Background: an optimization exercise with open tools, aiming at small area. Do not read the settings as production practice.
Only simulation tests tie the RTL to the original design; equivalence was not proved.
No driver is modelled on the clock port, so clocking that relies on it looks cheaper here than on a real chip.
Power and IR drop assume default switching activity.

## flow/design.v (module list and top-level ports; edited modules follow where they fit)
// module bridge_settings: 73 lines
// module stick_deadzone: 68 lines
// module video_color_out: 484 lines
// module fa_cell: 11 lines
// module xnor_cell: 8 lines
// module ha_cell: 10 lines
// module aoi222_cell: 7 lines
// module aoi22_cell: 7 lines
// module rom_e: 267 lines
// module rom_d: 267 lines
// module snes_host_top: 54 lines
module snes_host_top
(
  input  logic           clk_74a,
  input  logic           pll_core_locked,
  input  logic [64:0]    bridge_in,
  input  logic [15:0]    cont1_key,
  input  logic [31:0]    cont1_joy,
  input  logic [27:0]    video_in,
  output logic [16:0]    cart_info,
  output logic [14:0]    core_settings,
  output logic           core_reset,
  output logic [31:0]    pad_state,
  output logic [26:0]    video_out
);
  // ...
==> flow/flow/run.sh <==
#!/bin/bash
# Layout: the standard ORFS flow (standard.sh), with three changes to
# how the layout is built:
#  - the port buffers are the smallest buffer cell (buf_1) instead of the
#    flow's default pick;
#  - the clock tree is built from clkbuf_4/clkbuf_8 with no dummy loads,
#    and after CTS a clock buffer with few sinks is set to clkbuf_4
#    (flow/clkresize.tcl);
#  - after floorplan every cell is set to the smallest drive strength of
#    its kind (flow/downsize.tcl); the later repair steps size up where
#    slew, capacitance or timing need it.
# make's full output goes to orfs_make.log here; each ORFS step keeps its
# own log under orfs/logs/.
set -euo pipefail
here=$(pwd)
export BUFFER_PORTS_ARGS="-buffer_cell sky130_fd_sc_hd__buf_1"
export CTS_ARGS="-sink_clustering_enable -repair_clock_nets -dont_use_dummy_load -buf_list {sky130_fd_sc_hd__clkbuf_4 sky130_fd_sc_hd__clkbuf_8} -root_buf sky130_fd_sc_hd__clkbuf_8"
export POST_FLOORPLAN_TCL="$here/flow/downsize.tcl"
export POST_CTS_TCL="$here/flow/clkresize.tcl"
bash standard.sh > orfs_make.log 2>&1
==> flow/flow/clkresize.tcl <==
# Clock tree area: CTS builds the tree from clkbuf_8; a clock buffer that
# drives only a few sinks gets the smaller clkbuf_4 instead (same place,
# a smaller footprint, so placement stays legal).
set db [ord::get_db]
set block [ord::get_db_block]
set max_fanout 9
set swapped 0
foreach inst [$block getInsts] {
  if {[[$inst getMaster] getName] ne "sky130_fd_sc_hd__clkbuf_8"} { continue }
  set fanout -1
  foreach it [$inst getITerms] {
    if {[$it isOutputSignal]} {
      set net [$it getNet]
      if {$net ne "NULL" && $net ne ""} {
        set fanout [expr {[llength [$net getITerms]] - 1}]
      }
    }
  }
  if {$fanout >= 1 && $fanout <= $max_fanout} {
    replace_cell [$inst getName] sky130_fd_sc_hd__clkbuf_4
    incr swapped
  }
}
puts "clkresize: $swapped clock buffers set to clkbuf_4"
==> flow/flow/downsize.tcl <==
# Area recovery after floorplan: give every cell the smallest-area drive
# strength of its own kind (same function and pins). The repair steps that
# follow (repair_design at placement, repair_timing at CTS and global
# route) size up again wherever slew, capacitance or timing need it.
set db [ord::get_db]
set block [ord::get_db_block]
set swapped 0
set saved 0.0
foreach inst [$block getInsts] {
  set master [$inst getMaster]
  set name [$master getName]
  if {![regexp {^(sky130_fd_sc_hd__[a-z0-9]+)_([0-9]+)$} $name -> base drive]} {
    continue
  }
  set cur_area [expr {[$master getWidth] * [$master getHeight]}]
  set best $name
  set best_area $cur_area
  foreach d {0 1 2 3 4 6 8 12 16} {
    set m [$db findMaster ${base}_$d]
    if {$m eq "NULL" || $m eq ""} { continue }
    set a [expr {[$m getWidth] * [$m getHeight]}]
    if {$a < $best_area} {
      set best ${base}_$d
      set best_area $a
    }
  }
  if {$best ne $name} {
    replace_cell [$inst getName] $best
    incr swapped
    set saved [expr {$saved + ($cur_area - $best_area) / 1e6}]
  }
}
puts "downsize: $swapped cells swapped to a smaller drive, [format %.1f $saved] um2 saved"
==> flow/standard.sh <==
#!/bin/bash
# synth_recipe.tcl (not shown) runs the flow's synth.tcl, then flattens the netlist and writes it again
# the make line also repeats each setting of config.mk as NAME=value (left out here)
make -C /OpenROAD-flow-scripts/flow DESIGN_CONFIG=/design/flow/config.mk WORK_HOME=/design/flow/orfs CLKGATE_MAP_FILE= SYNTH_SCRIPT=/design/flow/synth_recipe.tcl "${@:-finish}"
==> flow/config.mk <==
export PLATFORM = sky130hd
export DESIGN_NAME = snes_host_top
export DESIGN_NICKNAME = snes_host_top
export VERILOG_FILES = /design/flow/design.v
export SDC_FILE = /design/flow/constraint.sdc
export NUM_CORES = 4
export LEC_CHECK = 0
export CAP_MARGIN = 20
export CORE_MARGIN = 2
export CORE_UTILIZATION = 40
export SLEW_MARGIN = 20
export SYNTH_HIERARCHICAL = 1
==> flow/constraint.sdc <==
create_clock -name core_clock -period 13.5 [get_ports {clk_74a}]
set_input_delay 2.7000 -clock core_clock [delete_from_list [all_inputs] [get_ports {clk_74a}]]
set_output_delay 2.7000 -clock core_clock [all_outputs]
set_load 0.01 [all_outputs]
==> summary.md, run 1 <==
| Metric | Value |
|---|---|
| Tcrit/Tclk final | 0.828 |
| Synth Area in XOR/XNOR | 0.0306 |
| Yosys warns | 11 |
| FFs & Latches | 115 |
| First-pass GRT wire length | 31100 um |
| Worst path arrival time | 11.43 ns |
| Largest Register | u_stick_deadzone.pad_state |
| Outcome | complete, no violations |
| Least-Margin Pin Slew | 0.977 ns |
| Relative slew margins | 0.343 |
| EDFF count, synth | 0 |
| CTS tree | built |
| Synth top cells by count | dfrtp_1 (89), fa_1 (70), nand2_1 (69) |
| Wl on met1 | 8170 um |
| Synth Area in Simple Gates | 0.144 |
| Multi-input gate share of the layout cell area | 0.519 |
| Bufs w/o clock | 198 |
| GR peak layer | met2 |
| Pint | 490 uW |
| Area after DPL | 8420 sq um |
| Filler instances | 1852 |
| Worst vdd ir | 0.0000624 V |
| Worst Path Buf+Inv | 2 |
| I/O pins | 235 |
| Worst reg-to-reg setup slack | 3.42 ns |
| DP HPWL | 14500 um |
| Pin count of the biggest net entering global routing | 67 |
| Post-synthesis register bit count | 115 |
| All-Layer GR Usage | 0.195 |
| #MultiIn Comb | 501 |
| Top Layer Used | met4 |
| Largest registers | u_stick_deadzone.pad_state: 32 flops, u_video_color_out.word_q: 24 flops, u_bridge_settings.cart_info: 17 flops |
==> module rom_e, before the edit <==
module rom_e
(
  input  logic [7:0] c,
  output logic [4:0] e
);
  always_comb begin
    case (c)
      8'd0: e = 5'd0;
      8'd1: e = 5'd1;
      8'd2: e = 5'd1;
      8'd3: e = 5'd1;
      8'd4: e = 5'd1;
      8'd5: e = 5'd1;
      8'd6: e = 5'd1;
      8'd7: e = 5'd1;
      8'd8: e = 5'd1;
      8'd9: e = 5'd1;
      8'd10: e = 5'd1;
      8'd11: e = 5'd1;
      8'd12: e = 5'd2;
      8'd13: e = 5'd2;
      8'd14: e = 5'd2;
      8'd15: e = 5'd2;
      8'd16: e = 5'd2;
      8'd17: e = 5'd2;
      8'd18: e = 5'd2;
      8'd19: e = 5'd2;
      8'd20: e = 5'd2;
      8'd21: e = 5'd2;
      8'd22: e = 5'd2;
      8'd23: e = 5'd2;
      8'd24: e = 5'd3;
      8'd25: e = 5'd3;
      8'd26: e = 5'd3;
      8'd27: e = 5'd3;
      8'd28: e = 5'd3;
      8'd29: e = 5'd3;
      8'd30: e = 5'd3;
      8'd31: e = 5'd3;
      8'd32: e = 5'd3;
      8'd33: e = 5'd3;
      8'd34: e = 5'd3;
      8'd35: e = 5'd4;
      8'd36: e = 5'd4;
      8'd37: e = 5'd4;
      8'd38: e = 5'd4;
      8'd39: e = 5'd4;
      8'd40: e = 5'd4;
      8'd41: e = 5'd4;
      8'd42: e = 5'd4;
      8'd43: e = 5'd4;
      8'd44: e = 5'd4;
      8'd45: e = 5'd4;
      8'd46: e = 5'd4;
      8'd47: e = 5'd5;
      8'd48: e = 5'd5;
      8'd49: e = 5'd5;
      8'd50: e = 5'd5;
      8'd51: e = 5'd5;
      8'd52: e = 5'd5;
      8'd53: e = 5'd5;
      8'd54: e = 5'd5;
      8'd55: e = 5'd5;
      8'd56: e = 5'd5;
      8'd57: e = 5'd5;
      8'd58: e = 5'd5;
      8'd59: e = 5'd6;
      8'd60: e = 5'd6;
      8'd61: e = 5'd6;
      8'd62: e = 5'd6;
      8'd63: e = 5'd6;
      8'd64: e = 5'd6;
      8'd65: e = 5'd6;
      8'd66: e = 5'd6;
      8'd67: e = 5'd6;
      8'd68: e = 5'd6;
      8'd69: e = 5'd6;
      8'd70: e = 5'd7;
      8'd71: e = 5'd7;
      8'd72: e = 5'd7;
      8'd73: e = 5'd7;
      8'd74: e = 5'd7;
      8'd75: e = 5'd7;
      8'd76: e = 5'd7;
      8'd77: e = 5'd7;
      8'd78: e = 5'd7;
      8'd79: e = 5'd7;
      8'd80: e = 5'd7;
      8'd81: e = 5'd7;
      8'd82: e = 5'd8;
      8'd83: e = 5'd8;
      8'd84: e = 5'd8;
      8'd85: e = 5'd8;
      8'd86: e = 5'd8;
      8'd87: e = 5'd8;
      8'd88: e = 5'd8;
      8'd89: e = 5'd8;
      8'd90: e = 5'd8;
      8'd91: e = 5'd8;
      8'd92: e = 5'd8;
      8'd93: e = 5'd8;
      8'd94: e = 5'd9;
      8'd95: e = 5'd9;
      8'd96: e = 5'd9;
      8'd97: e = 5'd9;
      8'd98: e = 5'd9;
      8'd99: e = 5'd9;
      8'd100: e = 5'd9;
      8'd101: e = 5'd9;
      8'd102: e = 5'd9;
      8'd103: e = 5'd9;
      8'd104: e = 5'd9;
      8'd105: e = 5'd10;
      8'd106: e = 5'd10;
      8'd107: e = 5'd10;
      8'd108: e = 5'd10;
      8'd109: e = 5'd10;
      8'd110: e = 5'd10;
      8'd111: e = 5'd10;
      8'd112: e = 5'd10;
      8'd113: e = 5'd10;
      8'd114: e = 5'd10;
      8'd115: e = 5'd10;
      8'd116: e = 5'd10;
      8'd117: e = 5'd11;
      8'd118: e = 5'd11;
      8'd119: e = 5'd11;
      8'd120: e = 5'd11;
      8'd121: e = 5'd11;
      8'd122: e = 5'd11;
      8'd123: e = 5'd11;
      8'd124: e = 5'd11;
      8'd125: e = 5'd11;
      8'd126: e = 5'd11;
      8'd127: e = 5'd11;
      8'd128: e = 5'd11;
      8'd129: e = 5'd12;
      8'd130: e = 5'd12;
      8'd131: e = 5'd12;
      8'd132: e = 5'd12;
      8'd133: e = 5'd12;
      8'd134: e = 5'd12;
      8'd135: e = 5'd12;
      8'd136: e = 5'd12;
      8'd137: e = 5'd12;
      8'd138: e = 5'd12;
      8'd139: e = 5'd12;
      8'd140: e = 5'd13;
      8'd141: e = 5'd13;
      8'd142: e = 5'd13;
      8'd143: e = 5'd13;
      8'd144: e = 5'd13;
      8'd145: e = 5'd13;
      8'd146: e = 5'd13;
      8'd147: e = 5'd13;
      8'd148: e = 5'd13;
      8'd149: e = 5'd13;
      8'd150: e = 5'd13;
      8'd151: e = 5'd13;
      8'd152: e = 5'd14;
      8'd153: e = 5'd14;
      8'd154: e = 5'd14;
      8'd155: e = 5'd14;
      8'd156: e = 5'd14;
      8'd157: e = 5'd14;
      8'd158: e = 5'd14;
      8'd159: e = 5'd14;
      8'd160: e = 5'd14;
      8'd161: e = 5'd14;
      8'd162: e = 5'd14;
      8'd163: e = 5'd15;
      8'd164: e = 5'd15;
      8'd165: e = 5'd15;
      8'd166: e = 5'd15;
      8'd167: e = 5'd15;
      8'd168: e = 5'd15;
      8'd169: e = 5'd15;
      8'd170: e = 5'd15;
      8'd171: e = 5'd15;
      8'd172: e = 5'd15;
      8'd173: e = 5'd15;
      8'd174: e = 5'd15;
      8'd175: e = 5'd16;
      8'd176: e = 5'd16;
      8'd177: e = 5'd16;
      8'd178: e = 5'd16;
      8'd179: e = 5'd16;
      8'd180: e = 5'd16;
      8'd181: e = 5'd16;
      8'd182: e = 5'd16;
      8'd183: e = 5'd16;
      8'd184: e = 5'd16;
      8'd185: e = 5'd16;
      8'd186: e = 5'd16;
      8'd187: e = 5'd17;
      8'd188: e = 5'd17;
      8'd189: e = 5'd17;
      8'd190: e = 5'd17;
      8'd191: e = 5'd17;
      8'd192: e = 5'd17;
      8'd193: e = 5'd17;
      8'd194: e = 5'd17;
      8'd195: e = 5'd17;
      8'd196: e = 5'd17;
      8'd197: e = 5'd17;
      8'd198: e = 5'd18;
      8'd199: e = 5'd18;
      8'd200: e = 5'd18;
      8'd201: e = 5'd18;
      8'd202: e = 5'd18;
      8'd203: e = 5'd18;
      8'd204: e = 5'd18;
      8'd205: e = 5'd18;
      8'd206: e = 5'd18;
      8'd207: e = 5'd18;
      8'd208: e = 5'd18;
      8'd209: e = 5'd18;
      8'd210: e = 5'd19;
      8'd211: e = 5'd19;
      8'd212: e = 5'd19;
      8'd213: e = 5'd19;
      8'd214: e = 5'd19;
      8'd215: e = 5'd19;
      8'd216: e = 5'd19;
      8'd217: e = 5'd19;
      8'd218: e = 5'd19;
      8'd219: e = 5'd19;
      8'd220: e = 5'd19;
      8'd221: e = 5'd19;
      8'd222: e = 5'd20;
      8'd223: e = 5'd20;
      8'd224: e = 5'd20;
      8'd225: e = 5'd20;
      8'd226: e = 5'd20;
      8'd227: e = 5'd20;
      8'd228: e = 5'd20;
      8'd229: e = 5'd20;
      8'd230: e = 5'd20;
      8'd231: e = 5'd20;
      8'd232: e = 5'd20;
      8'd233: e = 5'd21;
      8'd234: e = 5'd21;
      8'd235: e = 5'd21;
      8'd236: e = 5'd21;
      8'd237: e = 5'd21;
      8'd238: e = 5'd21;
      8'd239: e = 5'd21;
      8'd240: e = 5'd21;
      8'd241: e = 5'd21;
      8'd242: e = 5'd21;
      8'd243: e = 5'd21;
      8'd244: e = 5'd21;
      8'd245: e = 5'd22;
      8'd246: e = 5'd22;
      8'd247: e = 5'd22;
      8'd248: e = 5'd22;
      8'd249: e = 5'd22;
      8'd250: e = 5'd22;
      8'd251: e = 5'd22;
      8'd252: e = 5'd22;
      8'd253: e = 5'd22;
      8'd254: e = 5'd22;
      8'd255: e = 5'd22;
      default: e = '0;
    endcase
  end
endmodule
==> inputs of run 2 (changes only) <==
--- a/flow/design.v
+++ b/flow/design.v
@@ -747,273 +747,282 @@
 );
   assign y = ~((a1 & a2) | (b1 & b2));
 endmodule
-module rom_e
+module rom_f
 (
   input  logic [7:0] c,
-  output logic [4:0] e
+  output logic [2:0] f
 );
   always_comb begin
     case (c)
-      8'd0: e = 5'd0;
-      8'd1: e = 5'd1;
-      8'd2: e = 5'd1;
-      8'd3: e = 5'd1;
-      8'd4: e = 5'd1;
-      8'd5: e = 5'd1;
-      8'd6: e = 5'd1;
-      8'd7: e = 5'd1;
-      8'd8: e = 5'd1;
-      8'd9: e = 5'd1;
-      8'd10: e = 5'd1;
-      8'd11: e = 5'd1;
-      8'd12: e = 5'd2;
-      8'd13: e = 5'd2;
-      8'd14: e = 5'd2;
-      8'd15: e = 5'd2;
-      8'd16: e = 5'd2;
-      8'd17: e = 5'd2;
-      8'd18: e = 5'd2;
-      8'd19: e = 5'd2;
-      8'd20: e = 5'd2;
-      8'd21: e = 5'd2;
-      8'd22: e = 5'd2;
-      8'd23: e = 5'd2;
-      8'd24: e = 5'd3;
-      8'd25: e = 5'd3;
-      8'd26: e = 5'd3;
-      8'd27: e = 5'd3;
-      8'd28: e = 5'd3;
-      8'd29: e = 5'd3;
-      8'd30: e = 5'd3;
-      8'd31: e = 5'd3;
-      8'd32: e = 5'd3;
-      8'd33: e = 5'd3;
-      8'd34: e = 5'd3;
-      8'd35: e = 5'd4;
-      8'd36: e = 5'd4;
-      8'd37: e = 5'd4;
-      8'd38: e = 5'd4;
-      8'd39: e = 5'd4;
-      8'd40: e = 5'd4;
-      8'd41: e = 5'd4;
-      8'd42: e = 5'd4;
-      8'd43: e = 5'd4;
-      8'd44: e = 5'd4;
-      8'd45: e = 5'd4;
-      8'd46: e = 5'd4;
-      8'd47: e = 5'd5;
-      8'd48: e = 5'd5;
-      8'd49: e = 5'd5;
-      8'd50: e = 5'd5;
-      8'd51: e = 5'd5;
-      8'd52: e = 5'd5;
-      8'd53: e = 5'd5;
-      8'd54: e = 5'd5;
-      8'd55: e = 5'd5;
-      8'd56: e = 5'd5;
-      8'd57: e = 5'd5;
-      8'd58: e = 5'd5;
-      8'd59: e = 5'd6;
-      8'd60: e = 5'd6;
-      8'd61: e = 5'd6;
-      8'd62: e = 5'd6;
-      8'd63: e = 5'd6;
-      8'd64: e = 5'd6;
-      8'd65: e = 5'd6;
-      8'd66: e = 5'd6;
-      8'd67: e = 5'd6;
-      8'd68: e = 5'd6;
-      8'd69: e = 5'd6;
-      8'd70: e = 5'd7;
-      8'd71: e = 5'd7;
-      8'd72: e = 5'd7;
-      8'd73: e = 5'd7;
-      8'd74: e = 5'd7;
-      8'd75: e = 5'd7;
-      8'd76: e = 5'd7;
-      8'd77: e = 5'd7;
-      8'd78: e = 5'd7;
-      8'd79: e = 5'd7;
-      8'd80: e = 5'd7;
-      8'd81: e = 5'd7;
-      8'd82: e = 5'd8;
-      8'd83: e = 5'd8;
-      8'd84: e = 5'd8;
-      8'd85: e = 5'd8;
-      8'd86: e = 5'd8;
-      8'd87: e = 5'd8;
-      8'd88: e = 5'd8;
-      8'd89: e = 5'd8;
-      8'd90: e = 5'd8;
-      8'd91: e = 5'd8;
-      8'd92: e = 5'd8;
-      8'd93: e = 5'd8;
-      8'd94: e = 5'd9;
-      8'd95: e = 5'd9;
-      8'd96: e = 5'd9;
-      8'd97: e = 5'd9;
-      8'd98: e = 5'd9;
-      8'd99: e = 5'd9;
-      8'd100: e = 5'd9;
-      8'd101: e = 5'd9;
-      8'd102: e = 5'd9;
-      8'd103: e = 5'd9;
-      8'd104: e = 5'd9;
-      8'd105: e = 5'd10;
-      8'd106: e = 5'd10;
-      8'd107: e = 5'd10;
-      8'd108: e = 5'd10;
-      8'd109: e = 5'd10;
-      8'd110: e = 5'd10;
-      8'd111: e = 5'd10;
-      8'd112: e = 5'd10;
-      8'd113: e = 5'd10;
-      8'd114: e = 5'd10;
-      8'd115: e = 5'd10;
-      8'd116: e = 5'd10;
-      8'd117: e = 5'd11;
-      8'd118: e = 5'd11;
-      8'd119: e = 5'd11;
-      8'd120: e = 5'd11;
-      8'd121: e = 5'd11;
-      8'd122: e = 5'd11;
-      8'd123: e = 5'd11;
-      8'd124: e = 5'd11;
-      8'd125: e = 5'd11;
-      8'd126: e = 5'd11;
-      8'd127: e = 5'd11;
-      8'd128: e = 5'd11;
-      8'd129: e = 5'd12;
-      8'd130: e = 5'd12;
-      8'd131: e = 5'd12;
-      8'd132: e = 5'd12;
-      8'd133: e = 5'd12;
-      8'd134: e = 5'd12;
-      8'd135: e = 5'd12;
-      8'd136: e = 5'd12;
-      8'd137: e = 5'd12;
-      8'd138: e = 5'd12;
-      8'd139: e = 5'd12;
-      8'd140: e = 5'd13;
-      8'd141: e = 5'd13;
-      8'd142: e = 5'd13;
-      8'd143: e = 5'd13;
-      8'd144: e = 5'd13;
-      8'd145: e = 5'd13;
-      8'd146: e = 5'd13;
-      8'd147: e = 5'd13;
-      8'd148: e = 5'd13;
-      8'd149: e = 5'd13;
-      8'd150: e = 5'd13;
-      8'd151: e = 5'd13;
-      8'd152: e = 5'd14;
-      8'd153: e = 5'd14;
-      8'd154: e = 5'd14;
-      8'd155: e = 5'd14;
-      8'd156: e = 5'd14;
-      8'd157: e = 5'd14;
-      8'd158: e = 5'd14;
-      8'd159: e = 5'd14;
-      8'd160: e = 5'd14;
-      8'd161: e = 5'd14;
-      8'd162: e = 5'd14;
-      8'd163: e = 5'd15;
-      8'd164: e = 5'd15;
-      8'd165: e = 5'd15;
-      8'd166: e = 5'd15;
-      8'd167: e = 5'd15;
-      8'd168: e = 5'd15;
-      8'd169: e = 5'd15;
-      8'd170: e = 5'd15;
-      8'd171: e = 5'd15;
-      8'd172: e = 5'd15;
-      8'd173: e = 5'd15;
-      8'd174: e = 5'd15;
-      8'd175: e = 5'd16;
-      8'd176: e = 5'd16;
-      8'd177: e = 5'd16;
-      8'd178: e = 5'd16;
-      8'd179: e = 5'd16;
-      8'd180: e = 5'd16;
-      8'd181: e = 5'd16;
-      8'd182: e = 5'd16;
-      8'd183: e = 5'd16;
-      8'd184: e = 5'd16;
-      8'd185: e = 5'd16;
-      8'd186: e = 5'd16;
-      8'd187: e = 5'd17;
-      8'd188: e = 5'd17;
-      8'd189: e = 5'd17;
-      8'd190: e = 5'd17;
-      8'd191: e = 5'd17;
-      8'd192: e = 5'd17;
-      8'd193: e = 5'd17;
-      8'd194: e = 5'd17;
-      8'd195: e = 5'd17;
-      8'd196: e = 5'd17;
-      8'd197: e = 5'd17;
-      8'd198: e = 5'd18;
-      8'd199: e = 5'd18;
-      8'd200: e = 5'd18;
-      8'd201: e = 5'd18;
-      8'd202: e = 5'd18;
-      8'd203: e = 5'd18;
-      8'd204: e = 5'd18;
-      8'd205: e = 5'd18;
-      8'd206: e = 5'd18;
-      8'd207: e = 5'd18;
-      8'd208: e = 5'd18;
-      8'd209: e = 5'd18;
-      8'd210: e = 5'd19;
-      8'd211: e = 5'd19;
-      8'd212: e = 5'd19;
-      8'd213: e = 5'd19;
-      8'd214: e = 5'd19;
-      8'd215: e = 5'd19;
-      8'd216: e = 5'd19;
-      8'd217: e = 5'd19;
-      8'd218: e = 5'd19;
-      8'd219: e = 5'd19;
-      8'd220: e = 5'd19;
-      8'd221: e = 5'd19;
-      8'd222: e = 5'd20;
-      8'd223: e = 5'd20;
-      8'd224: e = 5'd20;
-      8'd225: e = 5'd20;
-      8'd226: e = 5'd20;
-      8'd227: e = 5'd20;
-      8'd228: e = 5'd20;
-      8'd229: e = 5'd20;
-      8'd230: e = 5'd20;
-      8'd231: e = 5'd20;
-      8'd232: e = 5'd20;
-      8'd233: e = 5'd21;
-      8'd234: e = 5'd21;
-      8'd235: e = 5'd21;
-      8'd236: e = 5'd21;
-      8'd237: e = 5'd21;
-      8'd238: e = 5'd21;
-      8'd239: e = 5'd21;
-      8'd240: e = 5'd21;
-      8'd241: e = 5'd21;
-      8'd242: e = 5'd21;
-      8'd243: e = 5'd21;
-      8'd244: e = 5'd21;
-      8'd245: e = 5'd22;
-      8'd246: e = 5'd22;
-      8'd247: e = 5'd22;
-      8'd248: e = 5'd22;
-      8'd249: e = 5'd22;
-      8'd250: e = 5'd22;
-      8'd251: e = 5'd22;
-      8'd252: e = 5'd22;
-      8'd253: e = 5'd22;
-      8'd254: e = 5'd22;
-      8'd255: e = 5'd22;
-      default: e = '0;
+      8'd0: f = 3'd0;
+      8'd1: f = 3'd1;
+      8'd2: f = 3'd1;
+      8'd3: f = 3'd1;
+      8'd4: f = 3'd1;
+      8'd5: f = 3'd1;
+      8'd6: f = 3'd1;
+      8'd7: f = 3'd1;
+      8'd8: f = 3'd1;
+      8'd9: f = 3'd1;
+      8'd10: f = 3'd1;
+      8'd11: f = 3'd1;
+      8'd12: f = 3'd2;
+      8'd13: f = 3'd2;
+      8'd14: f = 3'd2;
+      8'd15: f = 3'd2;
+      8'd16: f = 3'd1;
+      8'd17: f = 3'd1;
+      8'd18: f = 3'd1;
+      8'd19: f = 3'd1;
+      8'd20: f = 3'd1;
+      8'd21: f = 3'd1;
+      8'd22: f = 3'd1;
+      8'd23: f = 3'd1;
+      8'd24: f = 3'd2;
+      8'd25: f = 3'd2;
+      8'd26: f = 3'd2;
+      8'd27: f = 3'd2;
+      8'd28: f = 3'd2;
+      8'd29: f = 3'd2;
+      8'd30: f = 3'd2;
+      8'd31: f = 3'd2;
+      8'd32: f = 3'd1;
+      8'd33: f = 3'd1;
+      8'd34: f = 3'd1;
+      8'd35: f = 3'd2;
+      8'd36: f = 3'd2;
+      8'd37: f = 3'd2;
+      8'd38: f = 3'd2;
+      8'd39: f = 3'd2;
+      8'd40: f = 3'd2;
+      8'd41: f = 3'd2;
+      8'd42: f = 3'd2;
+      8'd43: f = 3'd2;
+      8'd44: f = 3'd2;
+      8'd45: f = 3'd2;
+      8'd46: f = 3'd2;
+      8'd47: f = 3'd3;
+      8'd48: f = 3'd2;
+      8'd49: f = 3'd2;
+      8'd50: f = 3'd2;
+      8'd51: f = 3'd2;
+      8'd52: f = 3'd2;
+      8'd53: f = 3'd2;
+      8'd54: f = 3'd2;
+      8'd55: f = 3'd2;
+      8'd56: f = 3'd2;
+      8'd57: f = 3'd2;
+      8'd58: f = 3'd2;
+      8'd59: f = 3'd3;
+      8'd60: f = 3'd3;
+      8'd61: f = 3'd3;
+      8'd62: f = 3'd3;
+      8'd63: f = 3'd3;
+      8'd64: f = 3'd2;
+      8'd65: f = 3'd2;
+      8'd66: f = 3'd2;
+      8'd67: f = 3'd2;
+      8'd68: f = 3'd2;
+      8'd69: f = 3'd2;
+      8'd70: f = 3'd3;
+      8'd71: f = 3'd3;
+      8'd72: f = 3'd3;
+      8'd73: f = 3'd3;
+      8'd74: f = 3'd3;
+      8'd75: f = 3'd3;
+      8'd76: f = 3'd3;
+      8'd77: f = 3'd3;
+      8'd78: f = 3'd3;
+      8'd79: f = 3'd3;
+      8'd80: f = 3'd2;
+      8'd81: f = 3'd2;
+      8'd82: f = 3'd3;
+      8'd83: f = 3'd3;
+      8'd84: f = 3'd3;
+      8'd85: f = 3'd3;
+      8'd86: f = 3'd3;
+      8'd87: f = 3'd3;
+      8'd88: f = 3'd3;
+      8'd89: f = 3'd3;
+      8'd90: f = 3'd3;
+      8'd91: f = 3'd3;
+      8'd92: f = 3'd3;
+      8'd93: f = 3'd3;
+      8'd94: f = 3'd4;
+      8'd95: f = 3'd4;
+      8'd96: f = 3'd3;
+      8'd97: f = 3'd3;
+      8'd98: f = 3'd3;
+      8'd99: f = 3'd3;
+      8'd100: f = 3'd3;
+      8'd101: f = 3'd3;
+      8'd102: f = 3'd3;
+      8'd103: f = 3'd3;
+      8'd104: f = 3'd3;
+      8'd105: f = 3'd4;
+      8'd106: f = 3'd4;
+      8'd107: f = 3'd4;
+      8'd108: f = 3'd4;
+      8'd109: f = 3'd4;
+      8'd110: f = 3'd4;
+      8'd111: f = 3'd4;
+      8'd112: f = 3'd3;
+      8'd113: f = 3'd3;
+      8'd114: f = 3'd3;
+      8'd115: f = 3'd3;
+      8'd116: f = 3'd3;
+      8'd117: f = 3'd4;
+      8'd118: f = 3'd4;
+      8'd119: f = 3'd4;
+      8'd120: f = 3'd4;
+      8'd121: f = 3'd4;
+      8'd122: f = 3'd4;
+      8'd123: f = 3'd4;
+      8'd124: f = 3'd4;
+      8'd125: f = 3'd4;
+      8'd126: f = 3'd4;
+      8'd127: f = 3'd4;
+      8'd128: f = 3'd3;
+      8'd129: f = 3'd4;
+      8'd130: f = 3'd4;
+      8'd131: f = 3'd4;
+      8'd132: f = 3'd4;
+      8'd133: f = 3'd4;
+      8'd134: f = 3'd4;
+      8'd135: f = 3'd4;
+      8'd136: f = 3'd4;
+      8'd137: f = 3'd4;
+      8'd138: f = 3'd4;
+      8'd139: f = 3'd4;
+      8'd140: f = 3'd5;
+      8'd141: f = 3'd5;
+      8'd142: f = 3'd5;
+      8'd143: f = 3'd5;
+      8'd144: f = 3'd4;
+      8'd145: f = 3'd4;
+      8'd146: f = 3'd4;
+      8'd147: f = 3'd4;
+      8'd148: f = 3'd4;
+      8'd149: f = 3'd4;
+      8'd150: f = 3'd4;
+      8'd151: f = 3'd4;
+      8'd152: f = 3'd5;
+      8'd153: f = 3'd5;
+      8'd154: f = 3'd5;
+      8'd155: f = 3'd5;
+      8'd156: f = 3'd5;
+      8'd157: f = 3'd5;
+      8'd158: f = 3'd5;
+      8'd159: f = 3'd5;
+      8'd160: f = 3'd4;
+      8'd161: f = 3'd4;
+      8'd162: f = 3'd4;
+      8'd163: f = 3'd5;
+      8'd164: f = 3'd5;
+      8'd165: f = 3'd5;
+      8'd166: f = 3'd5;
+      8'd167: f = 3'd5;
+      8'd168: f = 3'd5;
+      8'd169: f = 3'd5;
+      8'd170: f = 3'd5;
+      8'd171: f = 3'd5;
+      8'd172: f = 3'd5;
+      8'd173: f = 3'd5;
+      8'd174: f = 3'd5;
+      8'd175: f = 3'd6;
+      8'd176: f = 3'd5;
+      8'd177: f = 3'd5;
+      8'd178: f = 3'd5;
+      8'd179: f = 3'd5;
+      8'd180: f = 3'd5;
+      8'd181: f = 3'd5;
+      8'd182: f = 3'd5;
+      8'd183: f = 3'd5;
+      8'd184: f = 3'd5;
+      8'd185: f = 3'd5;
+      8'd186: f = 3'd5;
+      8'd187: f = 3'd6;
+      8'd188: f = 3'd6;
+      8'd189: f = 3'd6;
+      8'd190: f = 3'd6;
+      8'd191: f = 3'd6;
+      8'd192: f = 3'd5;
+      8'd193: f = 3'd5;
+      8'd194: f = 3'd5;
+      8'd195: f = 3'd5;
+      8'd196: f = 3'd5;
+      8'd197: f = 3'd5;
+      8'd198: f = 3'd6;
+      8'd199: f = 3'd6;
+      8'd200: f = 3'd6;
+      8'd201: f = 3'd6;
+      8'd202: f = 3'd6;
+      8'd203: f = 3'd6;
+      8'd204: f = 3'd6;
+      8'd205: f = 3'd6;
+      8'd206: f = 3'd6;
+      8'd207: f = 3'd6;
+      8'd208: f = 3'd5;
+      8'd209: f = 3'd5;
+      8'd210: f = 3'd6;
+      8'd211: f = 3'd6;
+      8'd212: f = 3'd6;
+      8'd213: f = 3'd6;
+      8'd214: f = 3'd6;
+      8'd215: f = 3'd6;
+      8'd216: f = 3'd6;
+      8'd217: f = 3'd6;
+      8'd218: f = 3'd6;
+      8'd219: f = 3'd6;
+      8'd220: f = 3'd6;
+      8'd221: f = 3'd6;
+      8'd222: f = 3'd7;
+      8'd223: f = 3'd7;
+      8'd224: f = 3'd6;
+      8'd225: f = 3'd6;
+      8'd226: f = 3'd6;
+      8'd227: f = 3'd6;
+      8'd228: f = 3'd6;
+      8'd229: f = 3'd6;
+      8'd230: f = 3'd6;
+      8'd231: f = 3'd6;
+      8'd232: f = 3'd6;
+      8'd233: f = 3'd7;
+      8'd234: f = 3'd7;
+      8'd235: f = 3'd7;
+      8'd236: f = 3'd7;
+      8'd237: f = 3'd7;
+      8'd238: f = 3'd7;
+      8'd239: f = 3'd7;
+      8'd240: f = 3'd6;
+      8'd241: f = 3'd6;
+      8'd242: f = 3'd6;
+      8'd243: f = 3'd6;
+      8'd244: f = 3'd6;
+      8'd245: f = 3'd7;
+      8'd246: f = 3'd7;
+      8'd247: f = 3'd7;
+      8'd248: f = 3'd7;
+      8'd249: f = 3'd7;
+      8'd250: f = 3'd7;
+      8'd251: f = 3'd7;
+      8'd252: f = 3'd7;
+      8'd253: f = 3'd7;
+      8'd254: f = 3'd7;
+      8'd255: f = 3'd7;
+      default: f = '0;
     endcase
   end
 endmodule
+module rom_e
+(
+  input  logic [7:0] c,
+  output logic [4:0] e
+);
+  logic [2:0] f;
+  rom_f u_rom_f (.c(c), .f(f));
+  assign e = {1'b0, c[7:4]} + {2'd0, f};
+endmodule
 module rom_d
 (
   input  logic [7:0] c,
==> run 2 against run 1 <==
Effect of this change:
- die area fell by 1.1%
- first-iteration DRC count rose by 6.6%
- register-to-register slack improved by 0.02 ns
- critical endpoint is now u_video_color_out.word_q[23]$_DFF_P_
- largest cell class unchanged
- largest power group unchanged
- highest routed layer unchanged
==> summary.md, run 2 <==
| Metric | Value |
|---|---|
| Outcome | complete, no violations (unchanged) |
| Skew final | 0.0366 ns (was 0.0274 ns) |
| TNS Setup | 0 ns (unchanged) |
| Largest stage delay, worst path | 0.52 ns (was 0.56 ns) |
| Hold WS | 0.459 ns (was 0.453 ns) |
| Setup violations, final | 0 (unchanged) |
| Gr ovfl total | 0 (unchanged) |
| Clk slew on worst S/H paths | 0.09 ns (was 0.08 ns) |
| Least-Margin Pin Slew | 1.03 ns (was 0.977 ns) |
| Power Total | 715 uW (was 708 uW) |
| Cell family with most CP delay | adder cells (unchanged) |
| Cell taking the most area after synthesis | dfrtp_1 (unchanged) |
| Vias per cell | 5.39 (was 5.35) |
| Die Span Y | 142 um (was 143 um) |
| CTS tree | built (unchanged) |
| Most common cell after layout, fill and taps aside | buf_1 (unchanged) |
| Post-synthesis register bit count | 115 (unchanged) |
| Post-route cell area | 8530 sq um (was 8580 sq um) |
| Die area | 20200 sq um (was 20500 sq um) |
| Number of global-route vias before repair | 6089 (was 6126) |
| Synth top cells by count | dfrtp_1 (89), fa_1 (71), nand2_1 (66) (was dfrtp_1 (89), fa_1 (70), nand2_1 (69)) |
| Async SR Flop Fraction | 0.791 (unchanged) |
| Setup CP Type | primary input to flip-flop (unchanged) |
| Critical path's most frequent cell | fa_1 (unchanged) |
| Share of post-route cells with drive strength above 1 | 0.0937 (was 0.0912) |
| Core footprint | 18700 sq um (was 18800 sq um) |
| Final Hold Viols | 0 (unchanged) |
| Worst path slowest cell | fa_1 (unchanged) |
| I/O pins | 235 (unchanged) |
| Initial Utilization | 0.409 (was 0.411) |
| Startpoint class of the critical path | primary input (unchanged) |
| Area after DPL | 8370 sq um (was 8420 sq um) |
| Iter 0 DRT Violations | 500 (was 469) |
| Worst Path Buf+Inv | 3 (was 2) |
| Cell Rows | 50 (unchanged) |
| Max FFs per register | 32 (unchanged) |
| Number of remaining DRC errors | 0 (unchanged) |
| Place WS | 1.73 ns (was 1.98 ns) |
| Max Freq | 0.0879 GHz (was 0.0894 GHz) |
| Worst reg-to-reg setup slack | 3.44 ns (was 3.42 ns) |
| Cells after DPL | 1071 (was 1109) |
| Prevailing post-synth register cell | dfrtp_1 (unchanged) |
| I/O Buffers | 194 (unchanged) |
| Tcrit/Tclk final | 0.843 (was 0.828) |
| Pin count of the biggest net entering global routing | 71 (was 67) |
| First-pass GRT wire length | 31100 um (about the same) |
| Layout area overhead | 11.5% (was 11.0%) |
| TritonCTS Sinks | 115 (unchanged) |
| Most frequent cell after synthesis | dfrtp_1 (unchanged) |
| Post-route insts no fill | 1088 (was 1126) |
| Data required time at the worst endpoint | 13.77 ns (was 13.75 ns) |
| PD cells | 83.8 nW/um^2 (was 82.4 nW/um^2) |
| Final nets | 1088 (was 1096) |
| Synth Net Count | 895 (was 907) |
| Post-Syn Instances | 663 (was 679) |
| Avg Inst Size Synth | 11.5 sq um (was 11.4 sq um) |
| Largest registers | u_stick_deadzone.pad_state: 32 flops, u_video_color_out.word_q: 24 flops, u_bridge_settings.cart_info: 17 flops (unchanged) |
| DRT antenna net count | 0 (unchanged) |
| Min-delay worst type | flip-flop to flip-flop (unchanged) |
| Antenna violations before repair | 0 (unchanged) |
| Gpl congestion | 0.834 (was 0.853) |
| Worst-Skew Late Latency | 0.40 ns (about the same) |
| RSZ-0062 raised after global routing | no (unchanged) |
| Wire per inst | 17.3 um (was 17.0 um) |
| DP HPWL | 14300 um (was 14500 um) |
| CP Capture Type | flip-flop (unchanged) |
| Sequential share of the synthesized area | 0.361 (was 0.357) |
| Syn Std Cell Area | 7650 sq um (was 7730 sq um) |
| Antenna diodes | 0 (unchanged) |
| Max Slew Vio Count | 0 (unchanged) |
| Largest Register | u_stick_deadzone.pad_state (unchanged) |
| Commonest non-fill, non-tap cells in the layout | buf_1 (193), dfrtp_1 (89), fa_1 (71) (was buf_1 (193), dfrtp_1 (89), fa_1 (70)) |
| All-Layer GR Usage | 0.195 (about the same) |
| Pleak | 3.40 nW (about the same) |
| EDFF count, synth | 0 (unchanged) |
| Setup slack after layout | 2.12 ns (was 2.32 ns) |
| Share of the synthesized area in the top cell type | 0.291 (was 0.288) |
| Synth top area cells | dfrtp_1 (29%), fa_1 (19%), mux2_2 (6.8%), dfxtp_1 (6.3%), a222oi_1 (3.9%) (was dfrtp_1 (29%), fa_1 (18%), mux2_2 (6.7%), dfxtp_1 (6.2%), a222oi_1 (3.9%)) |
| Worst-path fanout max | 12 (was 8) |
| Post-Route WL | 18800 um (was 19100 um) |
| Worst path arrival time | 11.65 ns (was 11.43 ns) |
| Die X-Extent | 142 um (was 143 um) |
| Drt pass-1 iters | 10 (was 6) |
| Netlist cell types | 71 (was 76) |
| Yosys warns | 11 (unchanged) |
| Relative slew margins | 0.304 (was 0.343) |
| Worst vdd ir | 0.0000690 V (was 0.0000624 V) |
| Final Critical Period | 11.38 ns (was 11.18 ns) |
| Via count | 5865 (was 6026) |
| Total of max-cap violations | 0 (unchanged) |
| Finished Core Util | 0.456 (about the same) |
-- run 2: cell types whose count changed after synthesis, sizes merged, moves of 3 or more --
cell | before | now
a21oi | 33 | 28
buf | 17 | 12
ha | 15 | 18
inv | 34 | 38
nand2 | 69 | 66
nor2 | 41 | 33
-- run 2: final timing paths --
check | from | to | depth (start not counted)
worst min register to register | u_video_color_out.word_q[9]$_DFF_P_ | u_video_color_out.word_q[9]$_DFF_P_ | 2
worst max-delay path | video_in[18] | u_video_color_out.word_q[23]$_DFF_P_ | 28
worst max register to register | u_bridge_settings.video_settings[0]$_DFFE_PN0P_ | u_video_color_out.word_q[6]$_DFF_P_ | 26
worst min-delay path | u_video_color_out.word_q[9]$_DFF_P_ | u_video_color_out.word_q[9]$_DFF_P_ | 2
min in group asynchronous | pll_core_locked | u_stick_deadzone.pad_state[13]$_DFF_PN0_ | 1
max in group asynchronous | pll_core_locked | u_bridge_settings.pulse_cnt[4]$_DFF_PN0_ | 2
-- run 2: logic make-up after synthesis --
kind of cell,synth area share
simple gates,0.137
compound gates,0.129
fa+ha+maj,0.222
mux,0.0834
xor+xnor,0.0321
buf+inv,0.0352
flops,0.361
-- run 2: per-layer routing --
layer	track usage	wire length, um	vias up
li1	-	-	2766
met2	0.322	9360	215
met4	0.0469	84	0
met1	0.262	8080	2876
met5	0	0	-
met3	0.0454	1280	8
-- run 2: final cells by class --
type / instances / area, sq um
clock buffer: 17 / 153
fill: 1797 / 10200
inverter: 39 / 146
multi-input combinational: 487 / 4430
sequential: 115 / 2760
tap: 234 / 293
timing repair buffer: 196 / 747
-- run 2: modules after synthesis (local to each module, per instance), a selection --
module,times used,cells inside,flip-flops and latches,area (sq um)
aoi222_cell,28,1,0,10.0
fa_cell,70,1,0,20.0
rom_d,1,26,0,178
rom_e,1,14,0,120
rom_f,1,37,0,246
xnor_cell,5,1,0,8.76
-- run 2: worst min-delay path: stages, from the launching register on --
cell and delay, ns:
dfxtp_1 0.33, nand2_1 0.04, o21ai_0 0.06
-- run 2: power by group --
group / total, mW / internal [mW] / switching [mW]
combinational: 0.164 / 0.0588 / 0.105
sequential: 0.372 / 0.363 / 0.00964
clock: 0.179 / 0.0710 / 0.108

-- separate check: timing with driven ports --
In the flow no input, the clock included, has a driving cell. The finished layouts below were timed again as built, in two steps. Step 1 assumes that a clkbuf_16 drives the clock port and a buf_2 every other input. Step 2 moves the port delays by t, midway between the first and last clock arrival at a register: inputs arrive t later, outputs are due t later. That takes back most of the time a late clock gives input paths. Slacks: ideal / step 1 / step 2; pairs: ideal / step 1.
| run | t, ns | setup slack, ns | worst register clock-pin slew, ns |
|---|---|---|---|
| run 1 | 0.418 | 2.320 / 2.328 / 1.909 | 0.09 / 0.09 |
| run 2 | 0.416 | 2.120 / 2.133 / 1.716 | 0.10 / 0.10 |
After both steps every run listed still meets setup and hold. For run 1, which loses most, drivers alone change the setup slack by +0.008 ns; drivers and shift together by -0.411 ns.
